Background: an optimization exercise with open tools, aiming at small area and few clock cycles per item. Do not read the settings as production practice. The RTL was checked by simulation tests, not by an equivalence proof against the original design. The flow treats the clock pin as an ideal source, which a real chip does not have. Power and IR drop assume default switching activity.

==> flow/run.sh <==
#!/bin/bash
# Standard synthesis, then its combinational logic re-mapped by ABC for area (registers kept
# as they are); then the standard layout, with the ports buffered by the smallest buffer and a
# clock tree of clkbuf_8 without dummy loads. Each tool's output goes to a log here.
set -euo pipefail
W=$(pwd)
export BUFFER_PORTS_ARGS="-buffer_cell sky130_fd_sc_hd__buf_1"
export CTS_ARGS="-sink_clustering_enable -repair_clock_nets -dont_use_dummy_load -root_buf sky130_fd_sc_hd__clkbuf_8 -buf_list {sky130_fd_sc_hd__clkbuf_4}"
bash standard.sh synth > standard_synth.log 2>&1
R=$W/orfs/results/${FLOW_PLATFORM:-sky130hd}/layer_loader_top/base
LIB=$FLOW_HOME/platforms/sky130hd/lib/sky130_fd_sc_hd__tt_025C_1v80.lib
cp $R/1_2_yosys.v $W/standard_1_2_yosys.v
sed -e "s#LIBFILE#$LIB#g" -e "s#INFILE#$W/standard_1_2_yosys.v#" -e "s#OUTFILE#$W/remapped.v#" \
    -e "s#SCRIPTFILE#$W/flow/abc_area.script#" -e "s#TOPNAME#${FLOW_TOP:-layer_loader_top}#" \
    $W/flow/remap.ys > $W/remap_run.ys
yosys -s $W/remap_run.ys > remap.log 2>&1
cp $W/remapped.v $R/1_2_yosys.v
rm -f $R/1_synth.odb $R/1_synth.sdc
bash standard.sh finish > standard.log 2>&1
==> flow/abc_area.script <==
strash
dch -f
amap -m
==> flow/remap.ys <==
# Re-map the combinational logic of the standard synthesis for area. The registers are kept
# as they are (black boxes here), with their names and cell types.
read_liberty -ignore_miss_func LIBFILE
blackbox sky130_fd_sc_hd__*df* sky130_fd_sc_hd__*dl*
read_verilog INFILE
hierarchy -top TOPNAME
flatten
delete t:$scopeinfo
opt -purge
abc -liberty LIBFILE -dont_use sky130_fd_sc_hd__lpflow_bleeder_1 -dont_use sky130_fd_sc_hd__lpflow_clkbufkapwr_1 -dont_use sky130_fd_sc_hd__lpflow_clkbufkapwr_16 -dont_use sky130_fd_sc_hd__lpflow_clkbufkapwr_2 -dont_use sky130_fd_sc_hd__lpflow_clkbufkapwr_4 -dont_use sky130_fd_sc_hd__lpflow_clkbufkapwr_8 -dont_use sky130_fd_sc_hd__lpflow_clkinvkapwr_1 -dont_use sky130_fd_sc_hd__lpflow_clkinvkapwr_16 -dont_use sky130_fd_sc_hd__lpflow_clkinvkapwr_2 -dont_use sky130_fd_sc_hd__lpflow_clkinvkapwr_4 -dont_use sky130_fd_sc_hd__lpflow_clkinvkapwr_8 -dont_use sky130_fd_sc_hd__lpflow_decapkapwr_12 -dont_use sky130_fd_sc_hd__lpflow_decapkapwr_3 -dont_use sky130_fd_sc_hd__lpflow_decapkapwr_4 -dont_use sky130_fd_sc_hd__lpflow_decapkapwr_6 -dont_use sky130_fd_sc_hd__lpflow_decapkapwr_8 -dont_use sky130_fd_sc_hd__lpflow_inputiso0n_1 -dont_use sky130_fd_sc_hd__lpflow_inputiso0p_1 -dont_use sky130_fd_sc_hd__lpflow_inputiso1n_1 -dont_use sky130_fd_sc_hd__lpflow_inputiso1p_1 -dont_use sky130_fd_sc_hd__lpflow_inputisolatch_1 -dont_use sky130_fd_sc_hd__lpflow_isobufsrc_1 -dont_use sky130_fd_sc_hd__lpflow_isobufsrc_16 -dont_use sky130_fd_sc_hd__lpflow_isobufsrc_2 -dont_use sky130_fd_sc_hd__lpflow_isobufsrc_4 -dont_use sky130_fd_sc_hd__lpflow_isobufsrc_8 -dont_use sky130_fd_sc_hd__lpflow_isobufsrckapwr_16 -dont_use sky130_fd_sc_hd__lpflow_lsbuf_lh_hl_isowell_tap_1 -dont_use sky130_fd_sc_hd__lpflow_lsbuf_lh_hl_isowell_tap_2 -dont_use sky130_fd_sc_hd__lpflow_lsbuf_lh_hl_isowell_tap_4 -dont_use sky130_fd_sc_hd__lpflow_lsbuf_lh_isowell_4 -dont_use sky130_fd_sc_hd__lpflow_lsbuf_lh_isowell_tap_1 -dont_use sky130_fd_sc_hd__lpflow_lsbuf_lh_isowell_tap_2 -dont_use sky130_fd_sc_hd__lpflow_lsbuf_lh_isowell_tap_4 -dont_use sky130_fd_sc_hd__probe_p_8 -dont_use sky130_fd_sc_hd__probec_p_8  -script SCRIPTFILE
read_liberty -lib -overwrite LIBFILE
opt_clean -purge
hilomap -singleton -hicell sky130_fd_sc_hd__conb_1 HI -locell sky130_fd_sc_hd__conb_1 LO
insbuf -buf sky130_fd_sc_hd__buf_4 A X
splitnets
opt_clean -purge
check -assert -mapped
stat -liberty LIBFILE
write_verilog -noattr -nohex -nodec OUTFILE
==> standard.sh <==
#!/bin/bash
# synth_recipe.tcl (not shown) runs the flow's synth.tcl, then flattens the netlist and writes it again
# the make line also repeats each setting of config.mk as NAME=value (left out here)
make -C /OpenROAD-flow-scripts/flow DESIGN_CONFIG=/design/flow/config.mk WORK_HOME=/design/flow/orfs CLKGATE_MAP_FILE= SYNTH_SCRIPT=/design/flow/synth_recipe.tcl "${@:-finish}"
==> config.mk <==
export PLATFORM = sky130hd
export DESIGN_NAME = layer_loader_top
export DESIGN_NICKNAME = layer_loader_top
export VERILOG_FILES = /design/flow/design.v
export SDC_FILE = /design/flow/constraint.sdc
export NUM_CORES = 4
export LEC_CHECK = 0
export CAP_MARGIN = 20
export CORE_MARGIN = 2
export CORE_UTILIZATION = 50
export SLEW_MARGIN = 20
==> constraint.sdc <==
create_clock -name core_clock -period 8.0 [get_ports {aclk}]
set_input_delay 1.6000 -clock core_clock [delete_from_list [all_inputs] [get_ports {aclk}]]
set_output_delay 1.6000 -clock core_clock [all_outputs]
set_load 0.01 [all_outputs]
==> design.v <==
`timescale 1ns/1ps
module layer_loader_top (
	input  logic        aclk,
	input  logic        aresetn,
	input  logic        desc_we_i,
	input  logic [31:0] desc_wei_addr_i,
	input  logic [24:0] desc_wei_nburst_i,
	input  logic [7:0]  desc_wei_last_bytes_i,
	input  logic [31:0] desc_ftm_addr_i,
	input  logic [24:0] desc_ftm_nburst_i,
	input  logic [7:0]  desc_ftm_last_bytes_i,
	output logic        desc_ready_o,
	input  logic        wb_full_i,
	input  logic        fb_full_i,
	input  logic        wb_sufficient_i,
	output logic        rd_start_o,
	output logic [31:0] rd_addr_o,
	output logic [24:0] rd_nburst_o,
	input  logic        rd_beat_i,
	input  logic [63:0] rd_data_i,
	output logic [7:0]  wb_we_o,
	output logic [7:0]  fb_we_o,
	output logic [63:0] buf_data_o,
	output logic        layer_done_o
);
	logic        active;    
	logic        open;      
	logic        sel;       
	logic        w_done;    
	logic        f_done;    
	logic [31:0] w_addr, f_addr;
	logic [24:0] w_rem, f_rem;
	logic [3:0]  w_lbi, f_lbi;
	logic [5:0]  k;         
	logic [24:0] c_rem;
	logic        c_final;
	logic        c_full;
	assign c_rem   = sel ? f_rem : w_rem;
	assign c_final = (c_rem[24:3] == '0) && !(c_rem[2] && (c_rem[1:0] != 2'b00));
	assign c_full  = sel ? fb_full_i : wb_full_i;
	assign desc_ready_o = !active;
	assign rd_start_o   = active && !open && !c_full;
	assign rd_addr_o    = sel ? f_addr : w_addr;
	assign rd_nburst_o  = {22'd0, !c_final || c_rem[2], c_final ? c_rem[1:0] : 2'b00};
	logic       beat;
	logic       s_done;
	logic [1:0] hi_t;
	logic [3:0] lo_t;
	logic       last_beat;
	assign beat      = rd_beat_i && open;
	assign s_done    = sel ? f_done : w_done;
	assign hi_t      = s_done ? ((sel ? f_rem[1:0] : w_rem[1:0]) - 2'd1) : 2'b11;
	assign lo_t      = s_done ? (sel ? f_lbi : w_lbi) : 4'hf;
	assign last_beat = beat && (k == {hi_t, lo_t});
	assign layer_done_o = last_beat && w_done && f_done;
	assign wb_we_o      = (beat && !sel) ? (8'd1 << k[2:0]) : 8'd0;
	assign fb_we_o      = (beat &&  sel) ? (8'd1 << k[2:0]) : 8'd0;
	assign buf_data_o   = rd_data_i;
	logic sel_nxt;
	assign sel_nxt = !f_done && (sel || w_done || wb_sufficient_i);
	always_ff @(posedge aclk) begin
		if (!aresetn) begin
			active <= 1'b0;
			open   <= 1'b0;
		end else begin
			if (!active) active <= desc_we_i;
			else if (layer_done_o) active <= 1'b0;
			if (rd_start_o) open <= 1'b1;
			else if (last_beat) open <= 1'b0;
		end
	end
	always_ff @(posedge aclk) begin
		k <= open ? (k + {5'd0, beat}) : 6'd0;
	end
	always_ff @(posedge aclk) begin
		if (!active) begin
			sel    <= 1'b0;
			w_done <= 1'b0;
			f_done <= 1'b0;
		end else begin
			if (last_beat) sel <= sel_nxt;
			if (rd_start_o && !sel && c_final) w_done <= 1'b1;
			if (rd_start_o &&  sel && c_final) f_done <= 1'b1;
		end
	end
	logic       rot;
	logic       c_inc, c_dec;      
	logic       a_lsb, r_lsb;
	assign rot   = beat && !s_done && (k < 6'd23);
	assign a_lsb = sel ? f_addr[9] : w_addr[9];
	assign r_lsb = sel ? f_rem[2]  : w_rem[2];
	always_ff @(posedge aclk) begin
		if (rd_start_o) begin
			c_inc <= 1'b1;
			c_dec <= 1'b1;
		end else if (rot) begin
			c_inc <= c_inc &&  a_lsb;
			c_dec <= c_dec && !r_lsb;
		end
	end
	always_ff @(posedge aclk) begin
		if (!active) begin
			w_addr <= desc_wei_addr_i;
			w_rem  <= desc_wei_nburst_i;
			f_addr <= desc_ftm_addr_i;
			f_rem  <= desc_ftm_nburst_i;
		end else if (rot) begin
			w_addr[31:9] <= {w_addr[9] ^ (c_inc && !sel), w_addr[31:10]};
			w_rem[24:2]  <= {w_rem[2]  ^ (c_dec && !sel), w_rem[24:3]};
			f_addr[31:9] <= {f_addr[9] ^ (c_inc &&  sel), f_addr[31:10]};
			f_rem[24:2]  <= {f_rem[2]  ^ (c_dec &&  sel), f_rem[24:3]};
		end
	end
	always_ff @(posedge aclk) begin
		if (!active) begin
			w_lbi <= desc_wei_last_bytes_i[6:3] - 4'd1;
			f_lbi <= desc_ftm_last_bytes_i[6:3] - 4'd1;
		end
	end
endmodule
==> results.sh, run 1 <==
export IMPL_grt_pass1_wl_um=25800
export IMPL_syn_avg_cell_area_um2=12.4
export IMPL_vias=4536
export IMPL_clk_pin_slew_ns=0.09
export IMPL_antenna_found_initial=0
export IMPL_clock_sinks=135
export IMPL_ant_nets=0
export IMPL_min_path_type="register to register"
export IMPL_area_delta_synth_final_pct=1.90
export IMPL_htreeDepth=4
export IMPL_start_util_pct=51.2
export IMPL_die_h_um=120
export IMPL_post_dp_hpwl_um=13200
export IMPL_reg2regPathDepth=11
export IMPL_cts_resized=0
export IMPL_worst_pin_slew_ns=1.06
export IMPL_grt_max_degree=98
export IMPL_finalHoldViolations=0
export IMPL_crit_end="layer_done_o"
export IMPL_cts_tree="yes"
export IMPL_power_density_nw_per_um2=199
export IMPL_fin_crit_sh_pct=78.2
export IMPL_drt_iter0_markers=356
export IMPL_grt_util_all_layers_pct=24.3
export IMPL_grt_pass1_vias=4447
export IMPL_port_buffers=182
export IMPL_cp_start_kind="register"
export IMPL_reg2reg_slack_ns=3.70
export IMPL_status="timing/DRC/antenna clean"
export IMPL_die_x_um=120
export IMPL_setup_viol=0
export IMPL_setup_worst_path_class="register to output port"
export IMPL_cts_hold_fix_buffers=0
export IMPL_maxCapViolCount=0
export IMPL_drive_above_1_share_pct=3.79
export IMPL_dieArea_um2=14500
export IMPL_rsz0062_at_grt="no"
export IMPL_synthCells=547
export IMPL_clockRootBuffer="clkbuf_8"
export IMPL_relSlewSlack_pct=29.4
export IMPL_report_power_total_mw=1.37
export IMPL_nNetsFinal=836
export IMPL_p_leak_nw=2.21
export IMPL_io_pins=341
export IMPL_end_kind="output port"
export IMPL_synth_area_um2=6780
export IMPL_row_count=42
export IMPL_cts_made_buffers=17
export IMPL_antennaDiodeCount=0
export IMPL_timing_rr_start="sel$_SDFFE_PN0P_"
export IMPL_grt_overflow_total=0
export IMPL_clockBufferDepth=2
export IMPL_worstPathMaxFanout=46
export IMPL_routed_wl_um=17900
export IMPL_min_period_ns=6.26
export IMPL_min_from="c_inc$_SDFFE_PP1P_"
export IMPL_coreArea_um2=13200
export IMPL_max_freq_mhz=160
export IMPL_drv_slew=0
export IMPL_clkLatencyLatePin_ns=0.41
export IMPL_post_cts_setup_buffers=0
export IMPL_irDropWorstVdd_mv=0.116
export IMPL_critPathRequiredTime_ns=6.40
export IMPL_drtPass1Iterations=5
export IMPL_rr_endpoint="active$_SDFF_PN0_"
export IMPL_startpoint="sel$_SDFFE_PN0P_"
export IMPL_skew_ns=0.0259
export IMPL_gp_congestion=0.858
export IMPL_arrival_ns=4.66
export IMPL_drcViolationCount=0
export IMPL_finalSetupTns_ns=0
export IMPL_vias_per_cell=5.61
export IMPL_yosys_warnings=1
export IMPL_wire_per_inst_um=22.1
## where the power goes
group | switching (mW) | total, mW | internal [mW]
registers | 0.0450 | 0.899 | 0.853
clock network | 0.205 | 0.309 | 0.104
logic | 0.0858 | 0.164 | 0.0785
## cell type report
type | count | area (um^2)
Sequential cell | 135 | 3930
Inverter | 18 | 70.1
Tap cell | 176 | 220
Fill cell | 1256 | 6340
Timing Repair Buffer | 185 | 709
Multi-Input combinational cell | 278 | 1840
Clock buffer | 17 | 134
## critical path, stage by stage, from the launching register on
cell       delay [ns]
dfxtp_2          0.99
clkinv_1         0.92
buf_4            0.50
nor2_1           0.27
clkinv_1         0.20
o22ai_1          0.22
nor2_1           0.06
a211oi_1         0.29
o2111ai_1        0.19
nor2_1           0.20
and3_1           0.22
buf_1            0.16
## layout by cell type (no fill, tap or decap)
cell,instances
buf_1,182
o22a_1,124
edfxtp_1,122
nor2_1,47
conb_1,22
clkinv_1,17
nand2_1,16
clkbuf_4,16
nor4_1,11
dfxtp_1,11
a21oi_1,10
o22ai_1,8
a211oi_1,7
o21ai_0,6
nand3_1,4
nor3_1,3
or2_0,2
nand4_1,2
and3_1,2
a31oi_1,2
a21o_1,2
o221ai_1,2
o21a_1,2
buf_4,2
inv_4,1
nand2b_1,1
a22oi_1,1
o2111ai_1,1
nand2_4,1
o221a_1,1
o32ai_1,1
dfxtp_4,1
clkbuf_8,1
buf_6,1
dfxtp_2,1
## worst min-delay path by stage
| stage | end | slack (ns) | cells past startpoint |
|---|---|---|---|
| after global routing | c_dec$_SDFFE_PP1P_ | 0.52 | 2 |
| after floorplan | c_inc$_SDFFE_PP1P_ | 0.45 | 2 |
| after detailed placement | c_inc$_SDFFE_PP1P_ | 0.47 | 2 |
| after CTS | c_inc$_SDFFE_PP1P_ | 0.49 | 2 |
| final | c_inc$_SDFFE_PP1P_ | 0.49 | 2 |
| after global placement | c_dec$_SDFFE_PP1P_ | 0.47 | 2 |
## sequential cells by signal, summed over array words and instances, names as in the netlist
register,count
f_lbi,4
c_dec,1
f_rem,25
f_done,1
c_inc,1
w_lbi,4
w_addr,32
sel,1
w_rem,25
active,1
f_addr,32
w_done,1
open,1
k,6
## per-stage QoR
stage	utilization (%)	hold WS [ns]	setup slack, ns	cells	area, um^2
after global placement	51.1	0.471	2.30	792	6770
after global routing	52.1	0.524	1.38	809	6910
after detailed placement	51.1	0.474	2.21	792	6770
after floorplan	-	0.452	0.612	568	6860
after CTS	52.1	0.486	1.70	809	6900
final	52.1	0.485	1.74	809	6910
## per-layer routing
metal	up-vias	part of all wire, %	global-route usage [%]
li1	2131	-	-
met1	2147	35	26.7
met2	227	46	36.0
met3	31	16	17.4
met4	0	2.8	10.0
met5	-	0	0.368
Testbench counts, summed over its fixed seeds: cycles 86,800, beats 73,010.
==> inputs of run 2 (changes only) <==
--- a/flow/run.sh
+++ b/flow/run.sh
@@ -5,6 +5,8 @@
 set -euo pipefail
 W=$(pwd)
+
 export BUFFER_PORTS_ARGS="-buffer_cell sky130_fd_sc_hd__buf_1"
 export CTS_ARGS="-sink_clustering_enable -repair_clock_nets -dont_use_dummy_load -root_buf sky130_fd_sc_hd__clkbuf_8 -buf_list {sky130_fd_sc_hd__clkbuf_4}"
+export POST_CTS_TCL="$W/flow/post_cts.tcl"
 bash standard.sh synth > standard_synth.log 2>&1
 R=$W/orfs/results/${FLOW_PLATFORM:-sky130hd}/layer_loader_top/base
==> flow/post_cts.tcl (new file) <==
# After clock tree synthesis: a leaf clock buffer whose flip-flop clock pins would see a slow
# slew (estimated from the placement) is upsized from clkbuf_4 to clkbuf_8, then placement is
# legalized again.
estimate_parasitics -placement
set upsized 0
foreach inst [get_cells -filter "ref_name == sky130_fd_sc_hd__clkbuf_4"] {
  set out [get_pins -of_objects $inst -filter "direction == output"]
  set worst 0.0
  foreach p [get_pins -of_objects [get_nets -of_objects $out] -filter "direction == input"] {
    foreach a {slew_max_rise slew_max_fall} {
      set s [get_property $p $a]
      if {$s > $worst} { set worst $s }
    }
  }
  if {$worst > 0.095} {
    puts "post_cts: upsizing [get_full_name $inst] (worst sink slew $worst ns)"
    replace_cell $inst sky130_fd_sc_hd__clkbuf_8
    incr upsized
  }
}
puts "post_cts: upsized $upsized leaf clock buffers"
if {$upsized > 0} {
  detailed_placement
  check_placement -verbose
  estimate_parasitics -placement
}
--- a/config.mk
+++ b/config.mk
@@ -8,4 +8,4 @@
 export CAP_MARGIN = 20
 export CORE_MARGIN = 2
-export CORE_UTILIZATION = 50
+export CORE_UTILIZATION = 65
 export SLEW_MARGIN = 20
==> run 2 against run 1 <==
Compared with the run above:
- count of clock-buffer cells in the layout unchanged
- global-route usage up 8.6 points
- combinational power about the same
- fmax up 15%
- via count increased by 2.3%
- setup slack gained 0.81 ns
- critical path type unchanged
- critical endpoint unchanged
- cell area about the same
- largest cell class unchanged
- sequential power barely moved
==> results.sh, run 2 <==
export IMPL_drv_slew=0
export IMPL_rsz0062_at_grt="no"
export IMPL_yosys_warnings=1
export IMPL_grt_max_degree=98
export IMPL_skew_ns=0.0260
export IMPL_post_dp_hpwl_um=13800
export IMPL_final_area_um2=6900
export IMPL_irDropWorstVdd_mv=0.106
export IMPL_p_leak_nw=2.23
export IMPL_path_delay_family="buffers and inverters"
export IMPL_mostFrequentLayoutCell="buf_1"
export IMPL_grt_overflow_total=0
export IMPL_cp_start_kind="register"
export IMPL_place_area_um2=6720
export IMPL_io_pins=341
export IMPL_whs_path_depth=2
export IMPL_gp_congestion=0.889
export IMPL_critPathRequiredTime_ns=6.40
export IMPL_setup_viol=0
export IMPL_syn_avg_cell_area_um2=12.4
export IMPL_min_path_type="register to register"
export IMPL_area_delta_synth_final_pct=1.81
export IMPL_reg_top3="f_addr x32, w_addr x32"
export IMPL_min_from="c_dec$_SDFFE_PP1P_"
export IMPL_clock_sinks=135
export IMPL_fin_crit_sh_pct=68.1
export IMPL_coreArea_um2=10200
export IMPL_reg2regPathDepth=10
export IMPL_clkLatencyLatePin_ns=0.42
export IMPL_routed_wl_um=18600
export IMPL_min_period_ns=5.45
export IMPL_cts_tree="yes"
export IMPL_critPathSlowestCell="dfxtp_2"
export IMPL_path_common_cell="nor2_1"
export IMPL_power_density_nw_per_um2=205
export IMPL_path_depth=10
export IMPL_synth_area_um2=6780
export IMPL_ant_nets=0
export IMPL_drive_above_1_share_pct=3.79
export IMPL_critical_path_max_stage_delay_ns=0.94
export IMPL_max_freq_mhz=183
export IMPL_drt_iter0_markers=371
export IMPL_relSlewSlack_pct=29.2
export IMPL_antennaDiodeCount=0
export IMPL_grt_pass1_vias=4495
export IMPL_min_to="c_dec$_SDFFE_PP1P_"
export IMPL_finalHoldViolations=0
export IMPL_worstPathMaxFanout=46
export IMPL_path_buf_inv=3
export IMPL_finalSetupTns_ns=0
export IMPL_worstPathCellList="clkinv_1, nor2_1, clkinv_1, o22ai_1, nor2_1, a211oi_1, o2111ai_1, nor2_1, and3_1, buf_1"
export IMPL_dieArea_um2=11300
export IMPL_drcViolationCount=0
export IMPL_drtPass1Iterations=5
export IMPL_maxCapViolCount=0
export IMPL_wire_per_inst_um=24.2
export IMPL_start_util_pct=66.2
export IMPL_setup_worst_path_class="register to output port"
export IMPL_timing_rr_start="sel$_SDFFE_PN0P_"
export IMPL_worst_pin_slew_ns=1.06
export IMPL_grt_util_all_layers_pct=32.9
export IMPL_vias_per_cell=6.03
export IMPL_rr_endpoint="active$_SDFF_PN0_"
export IMPL_synthCells=547
export IMPL_die_h_um=106
export IMPL_clk_pin_slew_ns=0.09
export IMPL_final_cell_mix="182 x buf_1, 124 x o22a_1, 122 x edfxtp_1"
export IMPL_status="timing/DRC/antenna clean"
export IMPL_hold_slack_ns=0.485
export IMPL_die_x_um=106
export IMPL_grt_pass1_wl_um=26600
export IMPL_reg2reg_slack_ns=4.47
export IMPL_arrival_ns=3.85
export IMPL_nNetsFinal=836
export IMPL_vias=4640
export IMPL_end_kind="output port"
export IMPL_row_count=37
export IMPL_port_buffers=182
export IMPL_antenna_found_initial=0
run 2: where the power goes:
part	switching [mW]	internal, mW	total [mW]
registers	0.0455	0.854	0.899
logic	0.0869	0.0786	0.165
clock network	0.208	0.141	0.349
total	0.340	1.07	1.41
run 2: worst max path at each step:
stage / start / endpoint / slack (ns)
2_1_floorplan: active$_SDFF_PN0_ / rd_start_o / 0.61
3_3_place_gp: sel$_SDFFE_PN0P_ / layer_done_o / 3.06
3_5_place_dp: sel$_SDFFE_PN0P_ / layer_done_o / 3.01
5_1_grt: sel$_SDFFE_PN0P_ / layer_done_o / 2.25
6_report: sel$_SDFFE_PN0P_ / layer_done_o / 2.55
run 2: routing by layer:
| layer | global-route usage (%) | wire length (um) |
|---|---|---|
| met1 | 38.6 | 6680 |
| met4 | 13.4 | 611 |
| met2 | 44.9 | 7980 |
| met3 | 24.5 | 3240 |
| met5 | 5.24 | 77 |
run 2: cell type report:
class | count | area [um^2]
Sequential cell | 135 | 3930
Fill cell | 822 | 3330
Multi-Input combinational cell | 278 | 1840
Timing Repair Buffer | 185 | 709
Clock buffer | 17 | 178
Tap cell | 136 | 170
Inverter | 18 | 70.1
run 2: tightest hold or removal path, stage by stage, from the launching register on:
cell and delay (ns):
dfxtp_1 0.31, clkinv_1 0.06, o21ai_0 0.08
run 2: through the flow:
stage	std cells	power (mW)	utilization (%)	setup WS, ns
after global routing	769	1.47	67.4	2.25
after floorplan	568	1.07	-	0.612
after detailed placement	752	1.08	65.7	3.01
after global placement	752	1.07	65.7	3.06
final	769	1.41	67.4	2.55
==> inputs of run 3 (changes only) <==
--- a/flow/run.sh
+++ b/flow/run.sh
@@ -1,6 +1,8 @@
 #!/bin/bash
 # Standard synthesis, then its combinational logic re-mapped by ABC for area (registers kept
-# as they are); then the standard layout, with the ports buffered by the smallest buffer and a
-# clock tree of clkbuf_8 without dummy loads. Each tool's output goes to a log here.
+# as they are); then the standard layout, with the ports buffered by the smallest buffer, a
+# clock tree of clkbuf_4 leaves (upsized where their flip-flops would see a slow clock slew,
+# flow/post_cts.tcl) under a clkbuf_8 root, without dummy loads. Each tool's output goes to
+# a log here.
 set -euo pipefail
 W=$(pwd)
--- a/flow/post_cts.tcl
+++ b/flow/post_cts.tcl
@@ -13,5 +13,5 @@
     }
   }
-  if {$worst > 0.095} {
+  if {$worst > 0.105} {
     puts "post_cts: upsizing [get_full_name $inst] (worst sink slew $worst ns)"
     replace_cell $inst sky130_fd_sc_hd__clkbuf_8
--- a/config.mk
+++ b/config.mk
@@ -6,6 +6,6 @@
 export NUM_CORES = 4
 export LEC_CHECK = 0
-export CAP_MARGIN = 20
+export CAP_MARGIN = 0
 export CORE_MARGIN = 2
 export CORE_UTILIZATION = 65
-export SLEW_MARGIN = 20
+export SLEW_MARGIN = 0
==> run 3 against run 2 <==
Compared with the run above:
- total power shrank 0.93%
- first-iteration DRC count shrank 2.4%
- combinational power is essentially flat
- sequential cell count is the same
- wire length shrank 0.15%
- non-clock buffer count is the same
- fmax is essentially flat
- synthesized cell count is the same
- critical path depth is the same
- cell area shrank 0.24%
- utilization shrank 0.16 points
- largest cell class unchanged
- largest power group unchanged
==> results.sh, run 3 <==
export IMPL_synth_area_um2=6780
export IMPL_critPathRequiredTime_ns=6.40
export IMPL_grt_max_degree=98
export IMPL_place_area_um2=6720
export IMPL_routed_wl_um=18600
export IMPL_antenna_found_initial=0
export IMPL_seqCellArea_um2=3930
export IMPL_clkLatencyLatePin_ns=0.41
export IMPL_min_path_type="register to register"
export IMPL_worstPathMaxFanout=46
export IMPL_die_x_um=106
export IMPL_drt_iter0_markers=362
export IMPL_reg2reg_slack_ns=4.45
export IMPL_final_area_um2=6880
export IMPL_report_power_total_mw=1.40
export IMPL_antennaDiodeCount=0
export IMPL_skew_ns=0.0326
export IMPL_start_util_pct=66.2
export IMPL_post_dp_hpwl_um=13800
export IMPL_relSlewSlack_pct=21.3
export IMPL_coreArea_um2=10200
export IMPL_gp_congestion=0.889
export IMPL_fin_util_pct=67.3
export IMPL_vias=4660
export IMPL_mostFrequentLayoutCell="buf_1"
export IMPL_port_buffers=182
export IMPL_grt_util_all_layers_pct=32.9
export IMPL_rsz0062_at_grt="no"
export IMPL_io_pins=341
export IMPL_area_delta_synth_final_pct=1.57
export IMPL_finalSetupTns_ns=0
export IMPL_p_leak_nw=2.22
export IMPL_grt_overflow_total=0
export IMPL_min_period_ns=5.45
export IMPL_path_common_cell="nor2_1"
export IMPL_critPathSlowestCell="dfxtp_2"
export IMPL_nNetsFinal=836
export IMPL_ant_nets=0
export IMPL_final_cell_mix="182 x buf_1, 124 x o22a_1, 122 x edfxtp_1"
export IMPL_path_buf_inv=3
export IMPL_fillCellCount=821
export IMPL_power_density_nw_per_um2=203
export IMPL_worstPathCellList="clkinv_1, nor2_1, clkinv_1, o22ai_1, nor2_1, a211oi_1, o2111ai_1, nor2_1, and3_1, buf_1"
export IMPL_critical_path_max_stage_delay_ns=0.94
export IMPL_drtPass1Iterations=5
export IMPL_clock_sinks=135
export IMPL_max_freq_mhz=183
export IMPL_fin_crit_sh_pct=68.1
export IMPL_drv_slew=0
export IMPL_path_delay_family="buffers and inverters"
export IMPL_synthCells=547
export IMPL_drcViolationCount=0
export IMPL_status="timing/DRC/antenna clean"
export IMPL_grt_pass1_vias=4496
export IMPL_maxCapViolCount=0
export IMPL_die_h_um=106
export IMPL_clk_pin_slew_ns=0.09
export IMPL_vias_per_cell=6.06
export IMPL_worst_pin_slew_ns=1.18
export IMPL_cp_start_kind="register"
export IMPL_dieArea_um2=11300
export IMPL_arrival_ns=3.85
export IMPL_grt_pass1_wl_um=26600
export IMPL_cts_tree="yes"
export IMPL_syn_avg_cell_area_um2=12.4
export IMPL_irDropWorstVdd_mv=0.105
export IMPL_multiInputGateArea_um2=1840
export IMPL_drive_above_1_share_pct=3.79
export IMPL_row_count=37
export IMPL_setup_viol=0
export IMPL_end_kind="output port"
export IMPL_yosys_warnings=1
export IMPL_wire_per_inst_um=24.1
export IMPL_reg_top3="f_addr x32, w_addr x32"
export IMPL_setup_worst_path_class="register to output port"
export IMPL_finalHoldViolations=0
[run 3: metrics by stage]
step                      hold slack (ns)  std cells  worst slack (ns)
after detailed placement            0.472        752              3.01
final                               0.485        769              2.55
after global placement              0.466        752              3.06
after floorplan                     0.452        568             0.612
after global routing                0.513        769              2.26
[run 3: metal layers]
metal	track usage, %	share of wire [%]	wire length [um]
met4	13.4	3.3	613
met3	24.5	17	3120
met2	44.9	43	8040
met1	38.6	36	6700
met5	5.24	0.41	77
[run 3: path summary, 6_finish.rpt]
kind,start,end,depth (start not counted)
hold / removal,c_inc$_SDFFE_PP1P_,c_inc$_SDFFE_PP1P_,2
setup / recovery,sel$_SDFFE_PN0P_,layer_done_o,10
setup reg to reg,sel$_SDFFE_PN0P_,active$_SDFF_PN0_,10
hold reg to reg,c_inc$_SDFFE_PP1P_,c_inc$_SDFFE_PP1P_,2
[run 3: tightest hold or removal path, stage by stage (launching register included)]
cell and delay (ns):
dfxtp_1 0.31, clkinv_1 0.06, o21ai_0 0.07
[run 3: cell type report]
type	count	area share, %
clock buffer	17	2.40
multi-input combinational	278	26.8
tap	136	2.47
timing repair buffer	185	10.3
inverter	18	1.02
sequential	135	57.1
[run 3: where the power goes]
group / total, mW / switching, mW / internal, mW / leakage [nW]
combinational: 0.165 / 0.0866 / 0.0784 / 0.811
sequential: 0.899 / 0.0453 / 0.854 / 1.32
clock: 0.336 / 0.206 / 0.131 / 0.0937
total: 1.40 / 0.337 / 1.06 / 2.22
==> inputs of run 4 (changes only) <==
--- a/config.mk
+++ b/config.mk
@@ -6,6 +6,6 @@
 export NUM_CORES = 4
 export LEC_CHECK = 0
-export CAP_MARGIN = 0
+export CAP_MARGIN = 20
 export CORE_MARGIN = 2
 export CORE_UTILIZATION = 65
-export SLEW_MARGIN = 0
+export SLEW_MARGIN = 20
==> run 4 against run 3 <==
Compared with the run above:
- via count decreased by 0.71%
- register-to-register slack about the same
- synthesized cell count unchanged
- fmax about the same
- non-clock buffer count unchanged
- clock power about the same
- sequential power about the same
- critical path depth unchanged
- setup slack improved by 0.0027 ns
- cell area about the same
- total power about the same
==> results.sh, run 4 <==
export IMPL_row_count=37
export IMPL_finalSetupTns_ns=0
export IMPL_clock_sinks=135
export IMPL_cts_tree="yes"
export IMPL_gp_congestion=0.889
export IMPL_relSlewSlack_pct=28.6
export IMPL_post_dp_hpwl_um=13800
export IMPL_final_cell_mix="182 x buf_1, 124 x o22a_1, 122 x edfxtp_1"
export IMPL_setup_worst_path_class="register to output port"
export IMPL_worstPathCellList="clkinv_1, nor2_1, clkinv_1, o22ai_1, nor2_1, a211oi_1, o2111ai_1, nor2_1, and3_1, buf_1"
export IMPL_worstPathMaxFanout=46
export IMPL_finalHoldViolations=0
export IMPL_path_delay_family="buffers and inverters"
export IMPL_final_cell_count_no_fill=769
export IMPL_setup_viol=0
export IMPL_dp_cells=752
export IMPL_reg2regPathDepth=10
export IMPL_critical_path_max_stage_delay_ns=0.93
export IMPL_die_h_um=106
export IMPL_worst_pin_slew_ns=1.07
export IMPL_wire_per_inst_um=24.2
export IMPL_dieArea_um2=11300
export IMPL_vias=4627
export IMPL_drcViolationCount=0
export IMPL_timing_rr_start="sel$_SDFFE_PN0P_"
export IMPL_p_leak_nw=2.22
export IMPL_yosys_warnings=1
export IMPL_path_buf_inv=3
export IMPL_die_x_um=106
export IMPL_path_common_cell="nor2_1"
export IMPL_vias_per_cell=6.02
export IMPL_max_freq_mhz=184
export IMPL_antenna_found_initial=0
export IMPL_end_kind="output port"
export IMPL_path_depth=10
export IMPL_grt_max_degree=98
export IMPL_start_util_pct=66.2
export IMPL_grt_util_all_layers_pct=32.9
export IMPL_skew_ns=0.0308
export IMPL_synth_area_um2=6780
export IMPL_critPathSlowestCell="dfxtp_2"
export IMPL_routed_wl_um=18600
export IMPL_ant_nets=0
export IMPL_nNetsFinal=836
export IMPL_critPathRequiredTime_ns=6.40
export IMPL_maxCapViolCount=0
export IMPL_grt_overflow_total=0
export IMPL_rr_endpoint="active$_SDFF_PN0_"
export IMPL_drtPass1Iterations=5
export IMPL_clkLatencyLatePin_ns=0.41
export IMPL_drt_iter0_markers=379
export IMPL_drv_slew=0
export IMPL_syn_avg_cell_area_um2=12.4
export IMPL_clk_pin_slew_ns=0.09
export IMPL_area_delta_synth_final_pct=1.62
export IMPL_grt_pass1_wl_um=26600
export IMPL_crit_end="layer_done_o"
export IMPL_min_period_ns=5.45
export IMPL_power_density_nw_per_um2=203
export IMPL_reg_top3="f_addr x32, w_addr x32"
export IMPL_rsz0062_at_grt="no"
export IMPL_cp_start_kind="register"
export IMPL_mostFrequentLayoutCell="buf_1"
export IMPL_io_pins=341
export IMPL_reg2reg_slack_ns=4.46
export IMPL_fin_crit_sh_pct=68.1
export IMPL_drive_above_1_share_pct=3.79
export IMPL_irDropWorstVdd_mv=0.105
export IMPL_arrival_ns=3.85
export IMPL_synthCells=547
export IMPL_grt_pass1_vias=4496
export IMPL_port_buffers=182
export IMPL_coreArea_um2=10200
export IMPL_startpoint="sel$_SDFFE_PN0P_"
export IMPL_antennaDiodeCount=0
export IMPL_status="timing/DRC/antenna clean"
export IMPL_min_path_type="register to register"
run 4: worst reg2reg max path: stages (launching register included):
cell and delay, ns:
dfxtp_2 0.93, clkinv_1 0.63, nor2_1 0.40, clkinv_1 0.20, o22ai_1 0.24, nor2_1 0.06, a211oi_1 0.22, o2111ai_1 0.18
nor2_1 0.19, and3_1 0.25, a21oi_1 0.09
run 4: area by class of cell:
type / instances / area [um^2]
Timing Repair Buffer: 185 / 709
Clock buffer: 17 / 165
Inverter: 18 / 70.1
Tap cell: 136 / 170
Multi-Input combinational cell: 278 / 1840
Sequential cell: 135 / 3930
Fill cell: 822 / 3340
run 4: report_power, final:
part / internal (mW) / switching, mW / total, mW
Sequential: 0.854 / 0.0454 / 0.899
Combinational: 0.0786 / 0.0868 / 0.165
Clock: 0.131 / 0.205 / 0.336
run 4: how the worst min path moves through the flow:
| stage | startpoint | endpoint | slack [ns] | cells after the start |
|---|---|---|---|---|
| 2_1_floorplan | c_inc$_SDFFE_PP1P_ | c_inc$_SDFFE_PP1P_ | 0.45 | 2 |
| 3_3_place_gp | c_inc$_SDFFE_PP1P_ | c_inc$_SDFFE_PP1P_ | 0.47 | 2 |
| 6_report | c_inc$_SDFFE_PP1P_ | c_inc$_SDFFE_PP1P_ | 0.49 | 2 |
| 3_5_place_dp | c_dec$_SDFFE_PP1P_ | c_dec$_SDFFE_PP1P_ | 0.47 | 2 |
| 5_1_grt | c_dec$_SDFFE_PP1P_ | c_dec$_SDFFE_PP1P_ | 0.51 | 2 |
run 4: routing by layer:
layer  vias up  track usage (%)  part of all wire, %
met5         -             5.24                 0.41
met4         2             13.4                  3.2
li1       2126                -                    -
met2       260             44.9                   43
met3        39             24.5                   17
met1      2200             38.6                   36
run 4: through the flow:
stage | instance area, um^2 | hold WS, ns | power [mW] | worst slack [ns] | utilization (%)
6_report | 6890 | 0.485 | 1.40 | 2.55 | 67.3
5_1_grt | 6890 | 0.513 | 1.46 | 2.26 | 67.3
3_5_place_dp | 6720 | 0.472 | 1.08 | 3.01 | 65.7
3_3_place_gp | 6720 | 0.466 | 1.07 | 3.06 | 65.7
2_1_floorplan | 6860 | 0.452 | 1.07 | 0.612 | -
==> inputs of run 5 (changes only) <==
--- a/design.v
+++ b/design.v
@@ -31,5 +31,5 @@
 	logic [31:0] w_addr, f_addr;
 	logic [24:0] w_rem, f_rem;
-	logic [3:0]  w_lbi, f_lbi;
+	logic [3:0]  w_lbn, f_lbn;
 	logic [5:0]  k;         
 	logic [24:0] c_rem;
@@ -47,10 +47,12 @@
 	logic [1:0] hi_t;
 	logic [3:0] lo_t;
+	logic [5:0] k_inc;
 	logic       last_beat;
 	assign beat      = rd_beat_i && open;
 	assign s_done    = sel ? f_done : w_done;
-	assign hi_t      = s_done ? ((sel ? f_rem[1:0] : w_rem[1:0]) - 2'd1) : 2'b11;
-	assign lo_t      = s_done ? (sel ? f_lbi : w_lbi) : 4'hf;
-	assign last_beat = beat && (k == {hi_t, lo_t});
+	assign k_inc     = k + 6'd1;
+	assign hi_t      = s_done ? (sel ? f_rem[1:0] : w_rem[1:0]) : 2'b00;
+	assign lo_t      = s_done ? (sel ? f_lbn : w_lbn) : 4'h0;
+	assign last_beat = beat && ({k[5] ^ k[4], !k[4]} == hi_t) && (k_inc[3:0] == lo_t);
 	assign layer_done_o = last_beat && w_done && f_done;
 	assign wb_we_o      = (beat && !sel) ? (8'd1 << k[2:0]) : 8'd0;
@@ -71,5 +73,5 @@
 	end
 	always_ff @(posedge aclk) begin
-		k <= open ? (k + {5'd0, beat}) : 6'd0;
+		k <= open ? (beat ? k_inc : k) : 6'd0;
 	end
 	always_ff @(posedge aclk) begin
@@ -114,6 +116,6 @@
 	always_ff @(posedge aclk) begin
 		if (!active) begin
-			w_lbi <= desc_wei_last_bytes_i[6:3] - 4'd1;
-			f_lbi <= desc_ftm_last_bytes_i[6:3] - 4'd1;
+			w_lbn <= desc_wei_last_bytes_i[6:3];
+			f_lbn <= desc_ftm_last_bytes_i[6:3];
 		end
 	end
==> run 5 against run 4 <==
Compared with the run above:
- clock power decreased by 6.2%
- register-to-register slack improved by 0.58 ns
- sequential share of layout area rose by 0.11 points
- highest routed layer unchanged
- first-iteration DRC count rose by 34%
- critical path depth down 1
- global-route usage rose by 0.67 points
- largest power group unchanged
- synthesized cell count down 0.55%
- non-clock buffer count increased by 1
- sequential power about the same
- cell area down 0.20%
- sequential cell count did not move
==> results.sh, run 5 <==
export IMPL_area_delta_synth_final_pct=1.55
export IMPL_dieArea_um2=11200
export IMPL_mostFrequentLayoutCell="buf_1"
export IMPL_report_power_total_mw=1.38
export IMPL_yosys_warnings=1
export IMPL_antenna_found_initial=1
export IMPL_wire_per_inst_um=24.3
export IMPL_cts_tree="yes"
export IMPL_place_area_um2=6720
export IMPL_vias=4710
export IMPL_maxCapViolCount=0
export IMPL_port_buffers=182
export IMPL_row_count=37
export IMPL_finalSetupTns_ns=0
export IMPL_wl_met1_um=6700
export IMPL_timing_rr_start="sel$_SDFFE_PN0P_"
export IMPL_relSlewSlack_pct=28.8
export IMPL_rr_endpoint="f_rem[5]$_DFFE_PP_"
export IMPL_setup_worst_path_class="input pin to output port"
export IMPL_post_dp_hpwl_um=13900
export IMPL_coreArea_um2=10200
export IMPL_setup_viol=0
export IMPL_hold_slack_ns=0.485
export IMPL_max_freq_mhz=198
export IMPL_vias_per_cell=6.10
export IMPL_nNetsFinal=834
export IMPL_synthCells=544
export IMPL_fin_crit_sh_pct=63.1
export IMPL_final_area_um2=6870
export IMPL_final_cell_mix="182 x buf_1, 124 x o22a_1, 122 x edfxtp_1"
export IMPL_p_leak_nw=2.20
export IMPL_io_pins=341
export IMPL_min_path_type="register to register"
export IMPL_cp_start_kind="input pin"
export IMPL_routed_wl_um=18800
export IMPL_grt_overflow_total=0
export IMPL_syn_avg_cell_area_um2=12.4
export IMPL_route_met2_wl_um=8000
export IMPL_clk_pin_slew_ns=0.08
export IMPL_start_util_pct=66.1
export IMPL_drt_iter0_markers=506
export IMPL_fin_util_pct=67.2
export IMPL_critPathRequiredTime_ns=6.40
export IMPL_status="timing/DRC/antenna clean"
export IMPL_die_h_um=106
export IMPL_drtPass1Iterations=5
export IMPL_finalHoldViolations=0
export IMPL_min_period_ns=5.05
export IMPL_clkLatencyLatePin_ns=0.42
export IMPL_ant_nets=0
export IMPL_reg2reg_slack_ns=5.04
export IMPL_crit_end="layer_done_o"
export IMPL_arrival_ns=3.45
export IMPL_gp_congestion=0.886
export IMPL_grt_pass1_vias=4600
export IMPL_reg_top3="f_addr x32, w_addr x32"
export IMPL_skew_ns=0.0308
export IMPL_power_density_nw_per_um2=201
export IMPL_die_x_um=106
export IMPL_startpoint="rd_beat_i"
export IMPL_top_layer="met5"
export IMPL_drcViolationCount=0
export IMPL_worstPathMaxFanout=4
export IMPL_clock_sinks=135
export IMPL_grt_max_degree=99
export IMPL_synth_area_um2=6770
export IMPL_dr_wl_met3_um=3460
export IMPL_drv_slew=0
export IMPL_worst_pin_slew_ns=1.05
export IMPL_rsz0062_at_grt="no"
export IMPL_reg2regPathDepth=6
export IMPL_end_kind="output port"
export IMPL_drive_above_1_share_pct=3.96
export IMPL_grt_util_all_layers_pct=33.5
export IMPL_irDropWorstVdd_mv=0.102
export IMPL_grt_pass1_wl_um=26900
==> run 5: layout make-up <==
| cell class | instances | area [um^2] |
|---|---|---|
| Antenna cell | 5 | 12.5 |
| Clock buffer | 17 | 140 |
| Fill cell | 862 | 3360 |
| Inverter | 16 | 62.6 |
| Multi-Input combinational cell | 277 | 1840 |
| Sequential cell | 135 | 3930 |
| Tap cell | 136 | 170 |
| Timing Repair Buffer | 186 | 717 |
==> run 5: how the worst min path moves through the flow <==
| stage | from | to | slack [ns] | cells past startpoint |
|---|---|---|---|---|
| after floorplan | open$_SDFFE_PN0P_ | k[3]$_SDFFE_PN0N_ | 0.43 | 2 |
| after global placement | open$_SDFFE_PN0P_ | k[3]$_SDFFE_PN0N_ | 0.44 | 2 |
| after detailed placement | open$_SDFFE_PN0P_ | k[3]$_SDFFE_PN0N_ | 0.48 | 2 |
| after global routing | c_inc$_SDFFE_PP1P_ | c_inc$_SDFFE_PP1P_ | 0.50 | 2 |
| final | c_inc$_SDFFE_PP1P_ | c_inc$_SDFFE_PP1P_ | 0.49 | 2 |
==> run 5: critical path, cell delays in order <==
cell,delay (ns)
buf_1,0.15
clkinv_1,0.15
nor2_1,0.26
clkinv_1,0.15
nor2_1,0.13
o211ai_1,0.08
or3_1,0.42
nor3_1,0.27
buf_1,0.23
==> run 5: report_power, final <==
part / internal, mW / switching (mW) / total [mW]
clock network: 0.109 / 0.205 / 0.315
registers: 0.853 / 0.0465 / 0.900
logic: 0.0782 / 0.0861 / 0.164
==> run 5: stage by stage <==
stage	setup WS (ns)	std cells
floorplan	1.81	565
detailed placement	3.01	750
global route	2.76	767
global placement	3.10	750
finish	2.95	772
==> run 5: routing by layer <==
metal,vias to the layer above,GRT usage (%)
li1,2131,-
met1,2247,39.4
met2,296,45.8
met3,34,26.1
met4,2,12.2
met5,-,5.24
Testbench counts of run 5, summed over its fixed seeds: cycles 86,800, beats 73,010.

re-timing with driven ports:
Ports are ideal in the flow. The routed layouts listed here were re-timed in OpenROAD. Step 1 assumes that a clkbuf_16 drives the clock port and a buf_2 every other input. Step 2 moves the port delays by t, midway between the first and last clock arrival at a register: inputs arrive t later, outputs are due t later. That takes back most of the time a late clock gives input paths. Three values: ideal ports, drivers, drivers and shift; two values: the first two.
| run | shift t [ns] | setup slack, ns | worst data-port slew with drivers (ns) |
|---|---|---|---|
| run 1 | 0.441 | 1.744 / 1.707 / 2.148 | 0.18 |
| run 2 | 0.440 | 2.549 / 2.513 / 2.953 | 0.19 |
| run 3 | 0.434 | 2.548 / 2.512 / 2.946 | 0.19 |
| run 4 | 0.432 | 2.551 / 2.514 / 2.946 | 0.19 |
| run 5 | 0.435 | 2.952 / 2.879 / 2.879 | 0.20 |
After both steps every run listed still meets setup and hold. For run 5, which loses most, drivers alone change the setup slack by -0.073 ns; drivers and shift together by -0.073 ns.
